This is an optimization exercise on Yosys and OpenROAD, whose aim is small area and a short achievable clock period, not a production implementation.
The clock input has no modelled driver; a real chip could not lean on it and would need a root buffer or a full tree.
Power is estimated from default activity; no workload was simulated.

Design edgeDetector, start of the top module:
module edgeDetector (
    input  logic            iCLK,
    input  logic            iRST,
    input  videoPkg::pixelT iPixel,
    input  logic            iValid,
    input  videoPkg::coordT iX,
    input  videoPkg::coordT iY,
    input  logic            iVertical,
    output videoPkg::pixelT oEdge,
    output logic            oValid
);
    localparam int W = 16;
    videoPkg::pixelT pix;
    logic            pixValid;
    logic            colFar;
    logic            rowFar;
    logic            vertical;
    logic            horizontal;
    logic            verticalA;
    logic            horizontalA;
    logic [2*W+2:1][12-1:0] tap;
    pixelIntake uIntake (
        .iCLK        (iCLK),
        .iRST        (iRST),
        .iPixel      (iPixel),
        .iValid      (iValid),
        .iX          (iX),
        .iY          (iY),
        .oPixel      (pix),
        .oValid      (pixValid),
        .oColFar     (colFar),
        .oRowFar     (rowFar)
    );
    always_ff @(posedge iCLK) begin
        vertical   <= iVertical;
        horizontal <= ~iVertical;
        if (iValid) begin
            verticalA   <= iVertical;
            horizontalA <= ~iVertical;
        end
    end
    rowWindow uHist (
        .iCLK         (iCLK),
  ...
Size in the first run: about 780 cells after synthesis, ~500 flip-flops, ~51 I/O pins, roughly 17000 sq um of cells after synthesis.
Settings: LEC_CHECK=0, CAP_MARGIN=20, CORE_MARGIN=2, CORE_UTILIZATION=60, SLEW_MARGIN=20; clock period 9.0 ns.
standard.sh (not shown) runs the stock make flow with config.mk's settings and CLKGATE_MAP_FILE= SYNTH_SCRIPT=/design/flow/synth_recipe.tcl, a recipe that flattens the netlist after the stock synthesis.
==> flow/flow/run.sh <==
#!/bin/bash
# standard layout up to CTS; the clock tree is then rebuilt as two levels of
# inverters and the input port buffers made buf_1 (flow/clock_tree.tcl);
# then the standard layout runs on to the end.
set -e
export BUFFER_PORTS_ARGS="-buffer_cell sky130_fd_sc_hd__buf_2"
export SETUP_SLACK_MARGIN=6.65
export CTS_ARGS="-sink_clustering_enable -repair_clock_nets -sink_clustering_size 32 -sink_clustering_max_diameter 120 -dont_use_dummy_load"
bash standard.sh cts > standard_cts.log 2>&1
RES=$PWD/orfs/results/$FLOW_PLATFORM/edgeDetector/base
CTS_ODB=$RES/4_1_cts.odb CLOCK_PORT=iCLK CLOCK_ROOTS=4 \
  CLOCK_ROOT_CELL=sky130_fd_sc_hd__inv_8 CLOCK_LEAF_CELL=sky130_fd_sc_hd__inv_12 \
  INPUT_BUFFER_CELL=sky130_fd_sc_hd__buf_1 \
  openroad -no_init -exit flow/clock_tree.tcl > clock_tree.log 2>&1
rm -f $RES/4_cts.odb
bash standard.sh > standard.log 2>&1
==> flow/flow/clock_tree.tcl <==
# Rebuild the clock tree that CTS made as two levels of inverters:
# the clock port drives NROOT root inverters, each drives the leaf
# inverters of its group, and each leaf inverter drives the registers
# of the cluster that CTS's leaf buffer drove. Optionally sets the cell of
# the input port buffers.
set db_file $::env(CTS_ODB)
set nroot $::env(CLOCK_ROOTS)
set root_cell $::env(CLOCK_ROOT_CELL)
set leaf_cell $::env(CLOCK_LEAF_CELL)
read_db $db_file
set db [ord::get_db]
set block [ord::get_db_block]
set port_net [[$block findBTerm $::env(CLOCK_PORT)] getNet]

proc out_net {inst} {
  foreach it [$inst getITerms] {
    if {[$it isOutputSignal]} { return [$it getNet] }
  }
  return ""
}
proc is_buf {inst} {
  string match "sky130_fd_sc_hd__clkbuf_*" [[$inst getMaster] getName]
}

# walk the tree from the port: buffers whose loads include a non-buffer are leaves
set leaves {}
set inner {}
set front [list $port_net]
while {[llength $front]} {
  set next {}
  foreach net $front {
    foreach it [$net getITerms] {
      if {![$it isInputSignal]} continue
      set inst [$it getInst]
      if {![is_buf $inst]} { error "clock net [$net getName] drives [$inst getName]" }
      set on [out_net $inst]
      set leaf 0
      foreach l [$on getITerms] {
        if {[$l isInputSignal] && ![is_buf [$l getInst]]} { set leaf 1 }
      }
      if {$leaf} {
        foreach l [$on getITerms] {
          if {[$l isInputSignal] && [is_buf [$l getInst]]} { error "mixed leaf [$inst getName]" }
        }
        lappend leaves $inst
      } else {
        lappend inner $inst
        lappend next $on
      }
    }
  }
  set front $next
}
puts "leaves [llength $leaves], inner [llength $inner]"

# leaf locations (cell centres)
set pts {}
foreach l $leaves {
  set bb [$l getBBox]
  lappend pts [list [expr {([$bb xMin]+[$bb xMax])/2}] [expr {([$bb yMin]+[$bb yMax])/2}]]
}

# k-means into nroot groups, seeded along the sorted x then y order
set n [llength $leaves]
set order [lsort -integer -indices [lmap p $pts {expr {[lindex $p 0]*3 + [lindex $p 1]}}]]
set cent {}
for {set g 0} {$g < $nroot} {incr g} {
  lappend cent [lindex $pts [lindex $order [expr {int(($g + 0.5) * $n / $nroot)}]]]
}
for {set iter 0} {$iter < 50} {incr iter} {
  set assign {}
  foreach p $pts {
    set best 0; set bd 1e30
    for {set g 0} {$g < $nroot} {incr g} {
      set c [lindex $cent $g]
      set d [expr {abs([lindex $p 0]-[lindex $c 0]) + abs([lindex $p 1]-[lindex $c 1])}]
      if {$d < $bd} { set bd $d; set best $g }
    }
    lappend assign $best
  }
  set newc {}
  for {set g 0} {$g < $nroot} {incr g} {
    set sx 0; set sy 0; set k 0
    foreach p $pts a $assign { if {$a == $g} { incr sx [lindex $p 0]; incr sy [lindex $p 1]; incr k } }
    if {$k} { lappend newc [list [expr {$sx/$k}] [expr {$sy/$k}]] } else { lappend newc [lindex $cent $g] }
  }
  set cent $newc
}

# remove the old inner buffers and their nets
foreach b $inner {
  set on [out_net $b]
  foreach it [$b getITerms] { if {[$it getNet] ne "NULL" && [$it getNet] ne ""} { $it disconnect } }
  odb::dbInst_destroy $b
  if {$on ne $port_net} { odb::dbNet_destroy $on }
}

set rmaster [$db findMaster $root_cell]
set lmaster [$db findMaster $leaf_cell]
set roots {}
for {set g 0} {$g < $nroot} {incr g} {
  set r [odb::dbInst_create $block $rmaster "clkroot_$g"]
  set rn [odb::dbNet_create $block "clkroot_net_$g"]
  $rn setSigType CLOCK
  set c [lindex $cent $g]
  $r setLocation [lindex $c 0] [lindex $c 1]
  $r setPlacementStatus PLACED
  [$r findITerm A] connect $port_net
  [$r findITerm Y] connect $rn
  lappend roots $rn
}
set i 0
foreach l $leaves a $assign {
  set on [out_net $l]
  set bb [$l getBBox]
  set x [$bb xMin]; set y [$bb yMin]
  foreach it [$l getITerms] { if {[$it getNet] ne "NULL" && [$it getNet] ne ""} { $it disconnect } }
  odb::dbInst_destroy $l
  set v [odb::dbInst_create $block $lmaster "clkleaf_$i"]
  $v setLocation $x $y
  $v setPlacementStatus PLACED
  [$v findITerm A] connect [lindex $roots $a]
  [$v findITerm Y] connect $on
  $on setSigType CLOCK
  incr i
}
for {set g 0} {$g < $nroot} {incr g} {
  set k 0; foreach a $assign { if {$a == $g} { incr k } }
  puts "root $g at [lindex $cent $g] drives $k leaves"
}
# input port buffers: the smaller cell INPUT_BUFFER_CELL names
if {[info exists ::env(INPUT_BUFFER_CELL)]} {
  set ibm [$db findMaster $::env(INPUT_BUFFER_CELL)]
  set k 0
  foreach bt [$block getBTerms] {
    if {[$bt getIoType] ne "INPUT"} continue
    set net [$bt getNet]
    if {$net eq "NULL" || $net eq "" || $net eq $port_net} continue
    foreach it [$net getITerms] {
      set inst [$it getInst]
      if {[string match "input*" [$inst getName]] && [string match "sky130_fd_sc_hd__buf_*" [[$inst getMaster] getName]]} {
        $inst swapMaster $ibm
        incr k
      }
    }
  }
  puts "input buffers now $::env(INPUT_BUFFER_CELL): $k"
}
detailed_placement
check_placement
write_db $db_file
Rerun with:
--- a/flow/flow/run.sh
+++ b/flow/flow/run.sh
@@ -3,2 +3 @@
-# inverters and the input port buffers made buf_1 (flow/clock_tree.tcl);
-# then the standard layout runs on to the end.
+# inverters (flow/clock_tree.tcl); then the standard layout runs on to the end.
@@ -12,2 +11 @@
-  CLOCK_ROOT_CELL=sky130_fd_sc_hd__inv_8 CLOCK_LEAF_CELL=sky130_fd_sc_hd__inv_12 \
-  INPUT_BUFFER_CELL=sky130_fd_sc_hd__buf_1 \
+  CLOCK_ROOT_CELL=sky130_fd_sc_hd__inv_16 CLOCK_LEAF_CELL=sky130_fd_sc_hd__inv_12 \
--- a/flow/flow/clock_tree.tcl
+++ b/flow/flow/clock_tree.tcl
@@ -4,2 +4 @@
-# of the cluster that CTS's leaf buffer drove. Optionally sets the cell of
-# the input port buffers.
+# of the cluster that CTS's leaf buffer drove.
@@ -131,18 +129,0 @@
-# input port buffers: the smaller cell INPUT_BUFFER_CELL names
-if {[info exists ::env(INPUT_BUFFER_CELL)]} {
-  set ibm [$db findMaster $::env(INPUT_BUFFER_CELL)]
-  set k 0
-  foreach bt [$block getBTerms] {
-    if {[$bt getIoType] ne "INPUT"} continue
-    set net [$bt getNet]
-    if {$net eq "NULL" || $net eq "" || $net eq $port_net} continue
-    foreach it [$net getITerms] {
-      set inst [$it getInst]
-      if {[string match "input*" [$inst getName]] && [string match "sky130_fd_sc_hd__buf_*" [[$inst getMaster] getName]]} {
-        $inst swapMaster $ibm
-        incr k
-      }
-    }
-  }
-  puts "input buffers now $::env(INPUT_BUFFER_CELL): $k"
-}
Effect: Maximum frequency increases by 1.1%; first-iteration DRC count came out lower by 1.4%; combinational power grows by about 5%; die area stays the same; power goes up by 1.7%.
Function was not checked in any run of this note: the RTL went through the layout flow alone. No run of this note takes its clock network from TritonCTS; it comes from the design's own scripts or RTL.

## what the ideal ports hide
No port has a modelled driver above. Below, the same layouts with a new extraction and two added sets of constraints.
Step 1 (the two cells are an assumption about what drives the block):
set clk [get_ports {iCLK}]
set_driving_cell -lib_cell sky130_fd_sc_hd__clkbuf_16 $clk
set_driving_cell -lib_cell sky130_fd_sc_hd__buf_2 [delete_from_list [all_inputs] $clk]
Step 2 also shifts input and output timing later by t, the mid clock arrival at the registers, as if the neighbouring blocks saw the same clock.
Three values: ideal, step 1, step 2; two values: the first two.
| run | t, ns | slack for setup (ns) | worst hold slack (ns) | pins driven straight from the clock port |
|---|---|---|---|---|
| the first run | 0.323 | 6.559 / 6.413 / 6.548 | 0.308 / 0.308 / 0.308 | 4 |
| the second run | 0.354 | 6.584 / 6.378 / 6.530 | 0.307 / 0.308 / 0.308 | 4 |
After both steps every run listed still meets setup and hold. For the second run, which loses most, drivers alone change the setup slack by -0.206 ns; drivers and shift together by -0.054 ns.
